This is an optimization exercise on Yosys and OpenROAD, whose aim is a short achievable clock period and few clock cycles, not a production implementation.
The RTL was checked by simulation tests, not by an equivalence proof against the original design.
No activity file was given, so power comes from the tool's default toggle rates.

--- flow/design.v ---
package isa_pkg;
    localparam int WORD_W   = 16;
    localparam int REG_AW   = 4;
    localparam int MEM_AW   = 8;
    localparam int IMM_W    = 8;
    localparam int NUM_REGS = 16;
    localparam int OPC_LSB = 12;
    localparam int RD_LSB  = 8;
    localparam int RP_LSB  = 4;
    localparam int RQ_LSB  = 0;
    typedef logic [WORD_W-1:0] word_t;      
    typedef logic [REG_AW-1:0] reg_addr_t;
    typedef logic [MEM_AW-1:0] mem_addr_t;  
    typedef logic [IMM_W-1:0]  imm_t;
    typedef enum logic [3:0] {
        ADD = 4'd0,  SUB = 4'd1,  AND = 4'd2,  OR  = 4'd3,
        XOR = 4'd4,  NOT = 4'd5,  SLA = 4'd6,  SRA = 4'd7,
        LI  = 4'd8,  LW  = 4'd9,  SW  = 4'd10, BIZ = 4'd11,
        BNZ = 4'd12, JAL = 4'd13, JMP = 4'd14, JR  = 4'd15
    } opcode_e;
    typedef enum logic [2:0] {
        ALU_ADD = 3'd0,
        ALU_SUB = 3'd1,
        ALU_AND = 3'd2,
        ALU_OR  = 3'd3,
        ALU_XOR = 3'd4,
        ALU_NOT = 3'd5,
        ALU_SLA = 3'd6,
        ALU_SRA = 3'd7
    } alu_op_e;
endpackage
package ctrl_pkg;
    typedef enum logic [1:0] {
        S_FETCH   = 2'd0,
        S_DECODE  = 2'd1,
        S_EXECUTE = 2'd2
    } state_e;
    typedef enum logic [1:0] {
        PC_HOLD = 2'd0,
        PC_INC  = 2'd1,
        PC_REL  = 2'd2,  
        PC_ABS  = 2'd3   
    } pc_op_e;
    typedef enum logic [1:0] {
        WB_ALU  = 2'd0,
        WB_MEM  = 2'd1,
        WB_IMM  = 2'd2,
        WB_LINK = 2'd3
    } wb_sel_e;
endpackage
module pg_cell
(
    input  logic g_hi_i,
    input  logic p_hi_i,
    input  logic g_lo_i,
    input  logic p_lo_i,
    output logic g_o,
    output logic p_o
);
    assign g_o = g_hi_i | (p_hi_i & g_lo_i);
    assign p_o = p_hi_i & p_lo_i;
endmodule
module add16
(
    input  logic [15:0] a_i,
    input  logic [15:0] b_i,
    input  logic        c_i,
    output logic [15:0] s_o
);
    logic [15:0] p0;
    logic [15:0] g [5];
    logic [15:0] p [5];
    assign p0   = a_i ^ b_i;
    assign g[0] = (a_i & b_i) | {15'b0, p0[0] & c_i};
    assign p[0] = p0;
    for (genvar l = 0; l < 4; l++) begin : g_lvl
        for (genvar i = 0; i < 16; i++) begin : g_bit
            if ((i >> l) & 1) begin : g_comb
                localparam int J = ((i >> l) << l) - 1;
                pg_cell u_pg (
                    .g_hi_i (g[l][i]),
                    .p_hi_i (p[l][i]),
                    .g_lo_i (g[l][J]),
                    .p_lo_i (p[l][J]),
                    .g_o    (g[l+1][i]),
                    .p_o    (p[l+1][i])
                );
            end else begin : g_pass
                assign g[l+1][i] = g[l][i];
                assign p[l+1][i] = p[l][i];
            end
        end
    end
    assign s_o = p0 ^ {g[4][14:0], c_i};
endmodule
module add8
(
    input  logic [7:0] a_i,
    input  logic [7:0] b_i,
    input  logic       c_i,
    output logic [7:0] s_o
);
    logic [7:0] p0;
    logic [7:0] g [4];
    logic [7:0] p [4];
    assign p0   = a_i ^ b_i;
    assign g[0] = (a_i & b_i) | {7'b0, p0[0] & c_i};
    assign p[0] = p0;
    for (genvar l = 0; l < 3; l++) begin : g_lvl
        for (genvar i = 0; i < 8; i++) begin : g_bit
            if ((i >> l) & 1) begin : g_comb
                localparam int J = ((i >> l) << l) - 1;
                pg_cell u_pg (
                    .g_hi_i (g[l][i]),
                    .p_hi_i (p[l][i]),
                    .g_lo_i (g[l][J]),
                    .p_lo_i (p[l][J]),
                    .g_o    (g[l+1][i]),
                    .p_o    (p[l+1][i])
                );
            end else begin : g_pass
                assign g[l+1][i] = g[l][i];
                assign p[l+1][i] = p[l][i];
            end
        end
    end
    assign s_o = p0 ^ {g[3][6:0], c_i};
endmodule
module risc16_top
(
    input  logic        clk,
    input  logic        rst,
    input  logic [15:0] mem_rdata_i,
    output logic [7:0]  mem_addr_o,
    output logic [15:0] mem_wdata_o,
    output logic        mem_wr_o
);
    localparam int CW = 6;
    localparam int CN = 1 << CW;
    logic [15:0] a_q;        
    logic [15:0] b_q;
    logic [7:0]  aop_q;      
    logic        ld_q;       
    logic        wr_q;       
    logic        kw_q;       
    logic [15:0] k_q;
    logic        kz_q;       
    logic [3:0]  rd_q;
    logic [15:0] rd_oh_q;
    logic [7:0]  imm_q;
    logic        taken_q;    
    logic [7:0]  seq_q;      
    logic [7:0]  seq1x_q;    
    logic [7:0]  seq2x_q;    
    logic [7:0]  seq1_q, seq2_q;
    assign seq1_q = seq1x_q ^ 8'h01;
    assign seq2_q = seq2x_q ^ 8'h02;
    logic [7:0]  tgt_q;
    logic [7:0]  tgt1_q;     
    logic [7:0]  tgt2_q;     
    logic [7:0]  ctgt1_q;    
    logic        jrt_q;      
    logic        hs_q;       
    logic        lks_q;      
    logic        lkt_q;      
    logic        pf_ok_q;    
    logic [7:0]  pfd_q;      
    logic [15:0] cins_q;     
    logic [7:0]  pf_q;       
    logic [7:0]  addr_q;     
    logic [15:0] wdata_q;    
    logic [15:0] regs_q [16];
    logic [15:0] zf_q;       
    logic [15:0]   ci_q  [CN];
    logic [7:0]    ct1_q [CN];   
    logic [7-CW:0] ctag_q[CN];
    logic [CN-1:0] cv_q;
    logic [15:0] s;
    add16 u_add (.a_i(a_q), .b_i(aop_q[1] ? ~b_q : b_q), .c_i(aop_q[1]), .s_o(s));
    logic [15:0] y, t;
    logic        as;
    assign as = aop_q[0] | aop_q[1];
    always_comb begin
        y = ({16{aop_q[2]}} & (a_q & b_q))
          | ({16{aop_q[3]}} & (a_q | b_q))
          | ({16{aop_q[4]}} & (a_q ^ b_q))
          | ({16{aop_q[5]}} & ~a_q)
          | ({16{aop_q[6]}} & {a_q[14:0], 1'b0})
          | ({16{aop_q[7]}} & {1'b0, a_q[15:1]});
        t = ({16{aop_q[0]}} & ((a_q ^ b_q) ^ {a_q[14:0] | b_q[14:0], 1'b0}))
          | ({16{aop_q[1] | aop_q[4]}} & (a_q ^ b_q))
          | ({16{aop_q[2]}} & (a_q & b_q))
          | ({16{aop_q[3]}} & (a_q | b_q))
          | ({16{aop_q[5]}} & ~a_q)
          | ({16{aop_q[6]}} & {a_q[14:0], 1'b0})
          | ({16{aop_q[7]}} & {1'b0, a_q[15:1]});
    end
    logic        rf_we;
    logic [15:0] wb;
    logic        z_wb;
    assign rf_we = (|aop_q) | ld_q | kw_q;
    logic [15:0] wb_o;
    always_comb begin
        if (ld_q) begin
            wb_o = mem_rdata_i;
            z_wb = (mem_rdata_i == 16'h0000);
        end else if (kw_q) begin
            wb_o = k_q;
            z_wb = kz_q;
        end else begin
            wb_o = y;
            z_wb = (t == 16'h0000);
        end
    end
    assign wb = as ? s : wb_o;
    always_ff @(posedge clk or posedge rst) begin
        if (rst) begin
            for (int i = 0; i < 16; i++) begin
                regs_q[i] <= '0;
                zf_q[i]   <= 1'b1;
            end
        end else begin
            for (int i = 0; i < 16; i++) begin
                if (rf_we && rd_oh_q[i]) begin
                    regs_q[i] <= wb;
                    zf_q[i]   <= z_wb;
                end
            end
        end
    end
    logic memop, idle, use_c, from_mem, load;
    assign memop    = wr_q | ld_q;
    assign idle     = ~memop & ~taken_q & hs_q;
    assign use_c    = hs_q & ~taken_q;
    assign from_mem = ~memop & (taken_q | ~hs_q);
    assign load     = use_c | from_mem;
    logic [7:0] fa, fa1, fa2, fa3;
    assign fa  = taken_q ? tgt_q : seq_q;
    assign fa1 = taken_q ? (jrt_q ? tgt_q + 8'd1 : tgt1_q) : seq1_q;
    assign fa2 = taken_q ? (jrt_q ? tgt_q + 8'd2 : tgt2_q) : seq2_q;
    assign fa3 = fa2 + 8'd1;
    logic pf_ok;
    assign pf_ok = pf_ok_q;
    logic [7:0]    fill_a;
    logic [CN-1:0] fill_we;
    assign fill_a = idle ? pf_q : fa;
    always_comb begin
        for (int i = 0; i < CN; i++) begin
            fill_we[i] = (from_mem & (taken_q ? (tgt_q[CW-1:0] == CW'(i)) : (seq_q[CW-1:0] == CW'(i))))
                       | (idle & pf_ok & (pf_q[CW-1:0] == CW'(i)));
        end
    end
    logic [15:0] ins_n;
    logic [3:0]  op_n, rd_n, rp_n, rq_n;
    logic [7:0]  imm_n;
    assign ins_n = from_mem ? mem_rdata_i : cins_q;
    assign op_n  = ins_n[15:12];
    assign rd_n  = ins_n[11:8];
    assign rp_n  = ins_n[7:4];
    assign rq_n  = ins_n[3:0];
    assign imm_n = ins_n[7:0];
    logic sw_n, lw_n, alu_n, li_n, jal_n, jr_n, jmp_n, biz_n, bnz_n;
    assign sw_n  = load & (op_n == 4'd10);
    assign lw_n  = load & (op_n == 4'd9);
    assign alu_n = load & ~op_n[3];
    assign li_n  = load & (op_n == 4'd8);
    assign jal_n = load & (op_n == 4'd13);
    assign jr_n  = load & (op_n == 4'd15);
    assign jmp_n = load & (op_n == 4'd14);
    assign biz_n = load & (op_n == 4'd11);
    assign bnz_n = load & (op_n == 4'd12);
    logic        fwd_p, fwd_q, fwd_d;
    logic [15:0] a_n, b_n, rdv_n;
    logic        z_n;
    assign fwd_p = rf_we & (rd_q == rp_n);
    assign fwd_q = rf_we & (rd_q == rq_n);
    assign fwd_d = rf_we & (rd_q == rd_n);
    logic [15:0] a_o, b_o, rdv_o, a_r, b_r, rdv_r;
    logic        zf_r;
    assign a_r   = regs_q[rp_n];
    assign b_r   = regs_q[rq_n];
    assign rdv_r = regs_q[rd_n];
    assign zf_r  = zf_q[rd_n];
    assign a_o   = fwd_p ? wb_o : a_r;
    assign b_o   = fwd_q ? wb_o : b_r;
    assign rdv_o = fwd_d ? wb_o : rdv_r;
    assign a_n   = (fwd_p & as) ? s : a_o;
    assign b_n   = (fwd_q & as) ? s : b_o;
    assign rdv_n = (fwd_d & as) ? s : rdv_o;
    assign z_n   = fwd_d ? z_wb : zf_r;
    logic       taken_n;
    logic [7:0] tgt_n;
    logic [7:0] tgt_m, tgt_c, tgt1_m, tgt1_c, tgt1_n, tgt2_m, tgt2_n, fill_t1;
    add8 u_tgt_m  (.a_i(fa),     .b_i(mem_rdata_i[7:0]), .c_i(1'b0), .s_o(tgt_m));
    add8 u_tgt1_m (.a_i(fa),     .b_i(mem_rdata_i[7:0]), .c_i(1'b1), .s_o(tgt1_m));
    assign tgt2_m = tgt1_m + 8'd1;
    add8 u_tgt_c  (.a_i(seq_q),  .b_i(cins_q[7:0]),      .c_i(1'b0), .s_o(tgt_c));
    assign tgt1_c = ctgt1_q;
    assign tgt_n  = jr_n ? a_n[7:0] : (from_mem ? tgt_m : tgt_c);
    assign tgt1_n = from_mem ? tgt1_m : tgt1_c;
    assign tgt2_n = from_mem ? tgt2_m : (ctgt1_q + 8'd1);
    add8 u_fill_t1 (.a_i(fill_a), .b_i(mem_rdata_i[7:0]), .c_i(1'b1), .s_o(fill_t1));
    logic lk, hs_n;
    assign lk   = taken_q ? lkt_q : lks_q;
    logic [3:0] op_m, op_c, rd_m, rd_c;
    assign op_m = mem_rdata_i[15:12];
    assign op_c = cins_q[15:12];
    assign rd_m = mem_rdata_i[11:8];
    assign rd_c = cins_q[11:8];
    logic z_m, z_c, taken_m, taken_c, mop_m, mop_c, hs_m, hs_c;
    logic [7:0] tj_m, tj_c, ad_m, ad_c;
    assign z_m     = (rf_we & (rd_q == rd_m)) ? z_wb : zf_q[rd_m];
    assign z_c     = (rf_we & (rd_q == rd_c)) ? z_wb : zf_q[rd_c];
    assign taken_m = (op_m == 4'd13) | (op_m == 4'd14) | (op_m == 4'd15)
                   | ((op_m == 4'd11) & z_m) | ((op_m == 4'd12) & ~z_m);
    assign taken_c = (op_c == 4'd13) | (op_c == 4'd14) | (op_c == 4'd15)
                   | ((op_c == 4'd11) & z_c) | ((op_c == 4'd12) & ~z_c);
    assign mop_m   = (op_m == 4'd9) | (op_m == 4'd10);
    assign mop_c   = (op_c == 4'd9) | (op_c == 4'd10);
    assign tj_m    = (op_m == 4'd15) ? a_n[7:0] : tgt_m;
    assign tj_c    = (op_c == 4'd15) ? a_n[7:0] : tgt_c;
    assign hs_m    = lk & ~(wr_q & (imm_q == fa1)) & ~((op_m == 4'd10) & (mem_rdata_i[7:0] == fa1));
    assign hs_c    = lk & ~(wr_q & (imm_q == fa1)) & ~((op_c == 4'd10) & (cins_q[7:0] == fa1));
    assign ad_m    = taken_m ? tj_m : mop_m ? mem_rdata_i[7:0] : hs_m ? pf_n : fa1;
    assign ad_c    = taken_c ? tj_c : mop_c ? cins_q[7:0]      : hs_c ? pf_n : fa1;
    assign taken_n = from_mem ? taken_m : (use_c & taken_c);
    assign hs_n    = from_mem ? hs_m    : (use_c & hs_c);
    logic [7:0] s2, t2, seq1_n, seq2_n;
    logic       lk_s1, lk_s2, lk_t2, lk_tc, lks_n, lkt_n;
    assign s2     = seq2_q;
    assign t2     = tgt2_q;
    assign lk_s1  = cv_q[seq1_q[CW-1:0]] & (ctag_q[seq1_q[CW-1:0]] == seq1_q[7:CW])
                  & ~(wr_q & (imm_q == seq1_q))
                  & ~(idle & pf_ok & (pf_q[CW-1:0] == seq1_q[CW-1:0]));
    assign lk_s2  = cv_q[s2[CW-1:0]] & (ctag_q[s2[CW-1:0]] == s2[7:CW])
                  & ~(wr_q & (imm_q == s2))
                  & ~(idle & pf_ok & (pf_q[CW-1:0] == s2[CW-1:0]));
    assign lk_t2  = ~jrt_q & cv_q[t2[CW-1:0]] & (ctag_q[t2[CW-1:0]] == t2[7:CW])
                  & ~(wr_q & (imm_q == t2))
                  & ~(idle & pf_ok & (pf_q[CW-1:0] == t2[CW-1:0]));
    assign lk_tc  = cv_q[tgt1_c[CW-1:0]] & (ctag_q[tgt1_c[CW-1:0]] == tgt1_c[7:CW]);
    assign seq1_n = load ? fa2 : seq1_q;
    assign seq2_n = load ? fa3 : seq2_q;
    assign lks_n  = load ? (taken_q ? lk_t2 : lk_s2) : lk_s1;
    assign lkt_n  = use_c & ~jr_n & lk_tc
                  & ~(wr_q & (imm_q == tgt1_c))
                  & ~(idle & pf_ok & (pf_q[CW-1:0] == tgt1_c[CW-1:0]));
    logic [7:0] pfd_n, pfd_t;
    assign pfd_t = pf_q - tgt1_q;
    always_comb begin
        if (~pf_ok)            pfd_n = load ? 8'd1 : 8'd2;
        else if (idle | ~load) pfd_n = pfd_q;
        else if (~taken_q)     pfd_n = pfd_q - 8'd1;
        else if (jrt_q)        pfd_n = 8'd0;
        else                   pfd_n = pfd_t;
    end
    logic [7:0] seq_n, pf_n, addr_n;
    always_comb begin
        seq_n = load ? fa1 : seq_q;
        if (~pf_ok)    pf_n = fa2;
        else if (idle) pf_n = pf_q + 8'd1;
        else           pf_n = pf_q;
        addr_n = from_mem ? ad_m : use_c ? ad_c : seq_q;
    end
    assign mem_addr_o  = addr_q;
    assign mem_wdata_o = wdata_q;
    assign mem_wr_o    = wr_q;
    always_ff @(posedge clk or posedge rst) begin
        if (rst) begin
            aop_q   <= '0;
            ld_q    <= 1'b0;
            wr_q    <= 1'b0;
            kw_q    <= 1'b0;
            taken_q <= 1'b0;
            jrt_q   <= 1'b0;
            seq_q   <= 8'h00;
            seq1x_q <= 8'h00;
            seq2x_q <= 8'h00;
            hs_q    <= 1'b0;
            lks_q   <= 1'b0;
            lkt_q   <= 1'b0;
            pf_ok_q <= 1'b0;
            pfd_q   <= 8'h00;
            pf_q    <= 8'h00;
            addr_q  <= 8'h00;
        end else begin
            for (int i = 0; i < 8; i++) aop_q[i] <= alu_n & (op_n[2:0] == 3'(i));
            ld_q    <= lw_n;
            wr_q    <= sw_n;
            kw_q    <= li_n | jal_n;
            taken_q <= taken_n;
            jrt_q   <= jr_n;
            seq_q   <= seq_n;
            seq1x_q <= seq1_n ^ 8'h01;
            seq2x_q <= seq2_n ^ 8'h02;
            hs_q    <= hs_n;
            lks_q   <= lks_n;
            lkt_q   <= lkt_n;
            pf_ok_q <= (pfd_n != 8'd0) && (pfd_n <= 8'(CN - 12));
            pfd_q   <= pfd_n;
            pf_q    <= pf_n;
            addr_q  <= addr_n;
        end
    end
    always_ff @(posedge clk) begin
        a_q     <= a_n;
        b_q     <= b_n;
        k_q     <= li_n ? {{8{imm_n[7]}}, imm_n} : {8'h00, fa1};
        kz_q    <= li_n ? (imm_n == 8'h00) : (fa1 == 8'h00);
        rd_q    <= rd_n;
        imm_q   <= imm_n;
        tgt_q   <= tgt_n;
        wdata_q <= rdv_n;
        cins_q  <= ci_q[fa1[CW-1:0]];
        ctgt1_q <= ct1_q[fa1[CW-1:0]];
        tgt1_q  <= tgt1_n;
        tgt2_q  <= tgt2_n;
        for (int i = 0; i < 16; i++) rd_oh_q[i] <= (rd_n == 4'(i));
    end
    always_ff @(posedge clk) begin
        for (int i = 0; i < CN; i++) begin
            if (fill_we[i]) begin
                ci_q[i]   <= mem_rdata_i;
                ctag_q[i] <= fill_a[7:CW];
                ct1_q[i]  <= fill_t1;
            end
        end
    end
    always_ff @(posedge clk or posedge rst) begin
        if (rst) begin
            cv_q <= '0;
        end else begin
            for (int i = 0; i < CN; i++) begin
                if (fill_we[i]) begin
                    cv_q[i] <= 1'b1;
                end else if (wr_q && imm_q[CW-1:0] == CW'(i) && ctag_q[i] == imm_q[7:CW]) begin
                    cv_q[i] <= 1'b0;
                end
            end
        end
    end
endmodule
--- flow/run.sh ---
#!/bin/bash
# synth_recipe.tcl (not shown) runs the flow's synth.tcl, then flattens the netlist and writes it again
# the make line also repeats each setting of config.mk as NAME=value (left out here)
make -C /OpenROAD-flow-scripts/flow DESIGN_CONFIG=/design/flow/config.mk WORK_HOME=/design/flow/orfs CLKGATE_MAP_FILE= SYNTH_SCRIPT=/design/flow/synth_recipe.tcl finish
--- flow/config.mk ---
export PLATFORM = sky130hd
export DESIGN_NAME = risc16_top
export DESIGN_NICKNAME = risc16_top
export VERILOG_FILES = /design/flow/design.v
export SDC_FILE = /design/flow/constraint.sdc
export NUM_CORES = 4
export LEC_CHECK = 0
export ABC_CLOCK_PERIOD_IN_PS = 2500
export CAP_MARGIN = 20
export CORE_MARGIN = 2
export CORE_UTILIZATION = 40
export SETUP_SLACK_MARGIN = 4.7
export SLEW_MARGIN = 20
export SYNTH_HIERARCHICAL = 1
--- flow/constraint.sdc ---
create_clock -name core_clock -period 8.0 [get_ports {clk}]
set_input_delay 1.6000 -clock core_clock [delete_from_list [all_inputs] [get_ports {clk}]]
set_output_delay 1.6000 -clock core_clock [all_outputs]
set_load 0.01 [all_outputs]
==> results of run 1 <==
power by group through the flow:
stage / clock network [mW] / registers (mW) / logic, mW
floorplan: 0 / 17.2 / 11.6
global placement: 0 / 18.7 / 19.5
detailed placement: 0 / 18.7 / 19.7
CTS: 10.8 / 18.5 / 22.9
global route: 11.3 / 18.8 / 25.7
finish: 10.9 / 18.7 / 25.2
timing repair:
action                     4_1_cts  5_1_grt
cloned                          40        9
pin swaps                      179      140
buffers inserted               236      138
gates resized for setup        844      294
setup endpoints to repair     2366      770
worst max path at each step:
stage               depth (start not counted)               from                end  slack (ps)
floorplan                                   1                rst          async pin        1030
detailed placement                         12  taken_q$_DFF_PP0_  cins_q[6]$_DFF_P_        2770
global placement                           12  taken_q$_DFF_PP0_  cins_q[6]$_DFF_P_        2380
global route                               15  taken_q$_DFF_PP0_  cins_q[3]$_DFF_P_        4250
CTS                                        12  taken_q$_DFF_PP0_  cins_q[6]$_DFF_P_        4470
finish                                     15    jrt_q$_DFF_PP0_  cins_q[6]$_DFF_P_        4190
per-layer routing:
metal / wire (um) / GRT usage (%) / vias up
li1: - / - / 32600
met4: 43600 / 24.9 / 26
met2: 211000 / 55.0 / 8456
met5: 188 / 0 / -
met3: 82800 / 14.2 / 2159
met1: 183000 / 51.2 / 42800
area by class of cell:
cell class	count	area share [%]
sequential	2198	50.4
multi-input combinational	5108	32.2
timing repair buffer	839	7.60
clock buffer	281	4.82
tap	3330	3.34
clock inverter	138	1.27
inverter	104	0.336
antenna	11	0.0221
flip-flops by register name, summed over array words and instances (netlist names), 9 cells and up, named ones only:
register	flops
ctag_q	128
rd_oh_q	16
cv_q	64
cins_q	16
ct1_q	512
zf_q	16
ci_q	1024
a_q	16
wdata_q	16
b_q	16
k_q	9
regs_q	256
per-stage QoR:
step | std cells | hold slack (ps)
after floorplan | 7954 | 439
after CTS | 11900 | 415
final | 12000 | 422
after detailed placement | 11200 | 453
after global placement | 11200 | 446
after global routing | 12000 | 430
critical path, stage by stage, from the launching register on:
cell      delay [ps]
dfrtp_2          430
buf_12           160
buf_8            150
and3_4           170
mux2_4           300
o211ai_1         330
buf_4            240
buf_12           160
nor3_4            70
buf_12           160
buf_12           130
buf_4            150
a22oi_2          170
nand4_1          190
nor4_4           690
a31oi_1          180
==> metrics.csv, run 1 <==
metric,value,unit
row count,183,
WHS Path Cells,1,
Max-Cap Viols,0,
Cells after Synth,7952,
initial antenna violation count,36,
Worst Hold End,ctgt1_q[6]$_DFF_P_,
first-pass GRT wire length,690000,um
DR iter-0 viols,17000,
dpl cell area,107000,sq um
PortBufs,42,
"commonest non-fill, non-tap cell in the layout",edfxtp_1,
most frequent cells in the layout,"edfxtp_1 (1664), a22oi_1 (716), nand2_1 (631), o21ai_0 (506), buf_4 (482)",
fin worst setup slack,4190,ps
fin area,125000,sq um
CP Max Fanout,10,
Final Util,50.1,%
ratio of cells with drive above 1 in the final layout,23.4,%
area delta synth->final,24.3,%
switching pwr,23.8,mW
Cell Int Power,30.9,mW
DR WL/cell,43.4,um
Worst-Skew Late Latency,960,ps
Final nets,8584,
final wirelength,521000,um
IO Pins,43,
Initial Utilization,40.3,%
internal reg-to-reg setup slack,4190,ps
Slew HR,23.3,%
CP startpoint kind,register,
min-delay src,ct1_q[0][6]$_DFFE_PP_,
period utilization,47.7,%
gr ovfl total,0,
post-DP HPWL,305000,um
GRT Total Usage,39.2,%
required time of the critical path,8760,ps
H-tree lvl count,4,
min cycle time layout,3810,ps
Pre-antenna DRT Iters,21,
Least-Margin Pin Slew,1150,ps
Clock Tree Root,clkbuf_16,
r2r startpoint,jrt_q$_DFF_PP0_,
P per Cell Area,440,nW/um^2
Max Root-Sink Buffers,3,
Reg-to-Reg End,cins_q[6]$_DFF_P_,
Clk pwr share,19.8,%
Chip Width,505,um
combinational share of power,46.0,%
critical path class,register to register,
Switching Fraction,43.5,%
CTS Sinks,2198,
area taken by multi-input logic gates,40100,sq um
Synth warnings,21,
Min-Delay Path Class,register to register,
Remaining DRCs,0,
Peak VDD IR,386,uV
Mapped Area,100000,sq um
Final Max Tran Viols,0,
setup TNS,0,ps
core area,249000,sq um
FF+latch area,62800,sq um
pin count of the biggest net entering global routing,114,
status,finished clean,
CTS clock-pin slew for the worst setup and hold paths,70,ps
Fmax,262,MHz
Via density,7.17,
cts bufs inserted,222,
Layout Skew,128,ps
Final ANT Viol Nets,0,
worst r2r path cells,15,
final setup fails,0,
Synth Area per Inst,12.6,sq um
hold buffer count at cts,0,
overall power,54.8,mW
Die Y,505,um
leak pwr,43.6,nW
via count,86100,
Fillers,21200,
DIE AREA,255000,sq um
crit path capture type,register,
TritonCTS clock tree,done,
dpl ws,2770,ps
critical path arrival,4570,ps
Sequential Power Share,34.1,%
Final Hold Viols,0,
unrepaired setup endpoints after global routing,yes,
vias in the first global route,79200,
RePlAce Congestion,1.02,
Testbench counts, summed over its fixed seeds: cycles 13,808.
==> inputs of run 2 (changes only) <==
--- a/flow/design.v
+++ b/flow/design.v
@@ -240,4 +240,6 @@
     assign fa2 = taken_q ? (jrt_q ? tgt_q + 8'd2 : tgt2_q) : seq2_q;
     assign fa3 = fa2 + 8'd1;
+    logic [7:0] fc1;
+    assign fc1 = taken_q ? tgt1_q : seq1_q;
     logic pf_ok;
     assign pf_ok = pf_ok_q;
@@ -412,6 +414,6 @@
         tgt_q   <= tgt_n;
         wdata_q <= rdv_n;
-        cins_q  <= ci_q[fa1[CW-1:0]];
-        ctgt1_q <= ct1_q[fa1[CW-1:0]];
+        cins_q  <= ci_q[fc1[CW-1:0]];
+        ctgt1_q <= ct1_q[fc1[CW-1:0]];
         tgt1_q  <= tgt1_n;
         tgt2_q  <= tgt2_n;
==> run 2 against run 1 <==
  * Routed wire length is 1.6% lower
  * Synthesized cell count is 3.9% lower
  * Non-clock buffer count is 11 higher
  * Largest power group unchanged
  * Critical endpoint is now cins_q[0]$_DFF_P_
  * Die area is 0.90% lower
  * Utilization is 0.18 points lower
  * First-iteration DRC count hardly changed
  * Cell count is 2.2% lower
  * Sequential cell count stayed put
  * Count of clock-buffer cells in the layout is 6 higher
  * Power is 4.4% lower
  * Largest cell class unchanged
  * Synthesized area is 0.90% lower
  * Maximum frequency is 6.5% higher
==> metrics.csv, run 2 <==
metric,value,unit,change
status,finished clean,,
Chip Width,502,um,-0.45%
Layout Skew,123,ps,-5.19 ps
RePlAce Congestion,1.07,,+4.3%
final setup fails,0,,unchanged
internal reg-to-reg setup slack,4420,ps,+230 ps
hold buffer count at cts,0,,unchanged
Final ANT Viol Nets,0,,unchanged
Via density,7.23,,+0.83%
Remaining DRCs,0,,unchanged
H-tree lvl count,4,,unchanged
Clock Tree Root,clkbuf_16,,
cell mode on critical path,buf_12,,
Max-Cap Viols,0,,unchanged
row count,182,,-0.55%
Final nets,8312,,-3.2%
gr ovfl total,0,,unchanged
WHS Path Cells,1,,unchanged
Regs by FF count,"ci_q: 1024 flops, ct1_q: 512 flops, regs_q: 256 flops",,
P per Cell Area,426,nW/um^2,-3.1%
IO Pins,43,,unchanged
Final Max Tran Viols,0,,unchanged
met1 Usage GRT,50.9,%,-0.26 points
Worst Hold End,cins_q[0]$_DFF_P_,,
min-delay src,ci_q[0][0]$_DFFE_PP_,,
Min-Delay Path Class,register to register,,
setup TNS,0,ps,unchanged
met3 Track Usage GR,16.3,%,+2.1 points
Worst path max stage delay,640,ps,-50 ps
CTS Sinks,2198,,unchanged
max reg flops,1024,,unchanged
most frequent cells in the layout,"edfxtp_1 (1664), nand2_1 (537), a22oi_1 (523), buf_4 (509), o21ai_0 (380)",,
leak pwr,43.1,nW,-1.1%
FF+latch area,62800,sq um,about the same
Max Root-Sink Buffers,3,,unchanged
DR WL/cell,43.7,um,+0.70%
Reg-to-Reg End,cins_q[0]$_DFF_P_,,
first-pass GRT wire length,672000,um,-2.6%
PortBufs,42,,unchanged
Synth warnings,21,,unchanged
final wirelength,513000,um,-1.6%
CP startpoint kind,register,,
Final Util,49.9,%,-0.18 points
initial antenna violation count,38,,+5.6%
Final Non-Filler Cells,11700,,-2.2%
post-DP HPWL,286000,um,-6.2%
via count,84900,,-1.4%
DIE AREA,252000,sq um,-0.90%
cts bufs inserted,224,,+0.90%
Peak VDD IR,506,uV,+31%
Worst-Skew Late Latency,930,ps,-30 ps
dpl cell area,106000,sq um,-1.4%
Pre-antenna DRT Iters,9,,-57%
DR iter-0 viols,17000,,-0.088%
pin count of the biggest net entering global routing,110,,-3.5%
critical path arrival,4280,ps,-290 ps
"commonest non-fill, non-tap cell in the layout",edfxtp_1,,
crit path capture type,register,,
Cells after Synth,7640,,-3.9%
Critical path buffers and inverters,6,,-1
Mapped Area,99300,sq um,-0.90%
CP cell instances,buf_12 -> buf_12 -> nand3b_1 -> a21boi_4 -> buf_12 -> buf_4 -> buf_4 -> nor3_2 -> buf_8 -> a221oi_2 -> nand4_1 -> or4_4 -> mux2_4,,
Final Hold Viols,0,,unchanged
vias in the first global route,76200,,-3.9%
required time of the critical path,8700,ps,-60 ps
GRT Max-Usage Layer,met2,,
period utilization,44.8,%,-2.9 points
CP Max Fanout,23,,+13
Fmax,279,MHz,+6.5%
unrepaired setup endpoints after global routing,yes,,
Synth Area per Inst,13.0,sq um,+3.1%
CTS clock-pin slew for the worst setup and hold paths,60,ps,about the same
fin area,123000,sq um,-1.4%
ratio of cells with drive above 1 in the final layout,23.0,%,-0.33 points
critical path's top delay family,simple AND/OR/NAND/NOR gates,,
"Most flops, register",ci_q,,
CP max stage cell,or4_4,,
Die Y,502,um,-0.45%
TritonCTS clock tree,done,,
met2 Track Usage GR,54.2,%,-0.80 points
area delta synth->final,23.8,%,
min cycle time layout,3580,ps,-231 ps
core area,246000,sq um,-1.0%
area taken by multi-input logic gates,38000,sq um,-5.1%
placed cell count,10800,,-3.3%
Slew HR,13.9,%,-9.4 points
Initial Utilization,40.3,%,+0.041 points
GRT Total Usage,39.1,%,-0.16 points
Least-Margin Pin Slew,1290,ps,+141 ps
worst r2r path cells,13,,-2
Fillers,20900,,-1.6%
r2r startpoint,taken_q$_DFF_PP0_,,
critical path class,register to register,,
## run 2: cell type report
class | count | area share (%)
Tap cell | 3312 | 3.37
Clock inverter | 138 | 1.22
Antenna cell | 29 | 0.0591
Multi-Input combinational cell | 4786 | 30.9
Inverter | 140 | 0.463
Timing Repair inverter | 1 | 0.00713
Timing Repair Buffer | 850 | 7.91
Sequential cell | 2198 | 51.1
Clock buffer | 287 | 4.93
## run 2: what timing repair did
action                     4_1_cts  5_1_grt
pin swaps                      147      129
setup endpoints to repair     2688      552
gates cloned                    29       14
resized for setup              702      312
buffers inserted               304      151
## run 2: worst register-to-register path, delay by kind of cell, from the launching register on
family                 cells  cell delay, ps
flip-flops                 1             500
multiplexers               1             300
AND/OR/NAND/NOR            4            1020
buffers and inverters      6             950
AO/OA/AOI/OAI              2             630
## run 2: worst max path at each step
stage,startpoint,end,slack [ps],cells past startpoint
detailed placement,mem_rdata_i[11],wdata_q[2]$_DFF_P_,2530,10
CTS,mem_rdata_i[6],addr_q[6]$_DFF_PP0_,4450,11
floorplan,rst,async pin,1030,1
global route,taken_q$_DFF_PP0_,cins_q[0]$_DFF_P_,4440,15
finish,taken_q$_DFF_PP0_,cins_q[0]$_DFF_P_,4420,13
global placement,mem_rdata_i[11],wdata_q[11]$_DFF_P_,2460,10
## run 2: metal layers
metal  up-vias  wire, um
met5         -       604
met4        24     39500
met3      2182     86900
met2      8710    207000
met1     42300    179000
li1      31700         -
## run 2: stage by stage
stage / power [mW] / hold WS, ps / setup WS, ps
after global routing: 53.3 / 485 / 4440
after floorplan: 28.1 / 448 / 1030
after global placement: 36.1 / 460 / 2460
final: 52.4 / 476 / 4420
after CTS: 49.7 / 477 / 4450
after detailed placement: 36.3 / 465 / 2530
## run 2: report_power, final
part	switching, mW	internal (mW)
Combinational	14.6	8.28
Clock	4.78	6.06
Sequential	2.70	16.0
Testbench counts of run 2, summed over its fixed seeds: cycles 13,808.

what the ideal ports hide:
The results above use ideal ports. As a check the final layouts listed here were re-extracted and re-timed, cells and wires unchanged. Step 1 (the two cells are an assumption about what drives the block):
set clk [get_ports {clk}]
set_driving_cell -lib_cell sky130_fd_sc_hd__clkbuf_16 $clk
set_driving_cell -lib_cell sky130_fd_sc_hd__buf_2 [delete_from_list [all_inputs] $clk]
Step 2 moves the port delays by t, midway between the first and last clock arrival at a register: inputs arrive t later, outputs are due t later. That takes back most of the time a late clock gives input paths. a / b / c = no drivers / after step 1 / after step 2; a / b = the first two.
| run | t (ns) | setup WS [ns] | clock arrival spread, ns | worst register clock-pin slew, ns | pins driven straight from the clock port |
|---|---|---|---|---|---|
| run 1 | 0.990 | 4.187 / 4.187 / 3.336 | 0.128 / 0.128 | 0.07 / 0.07 | 1 |
| run 2 | 0.963 | 4.418 / 4.309 / 3.346 | 0.126 / 0.126 | 0.08 / 0.08 | 1 |
After both steps every run listed still meets setup and hold. For run 2, which loses most, drivers alone change the setup slack by -0.109 ns; drivers and shift together by -1.072 ns.
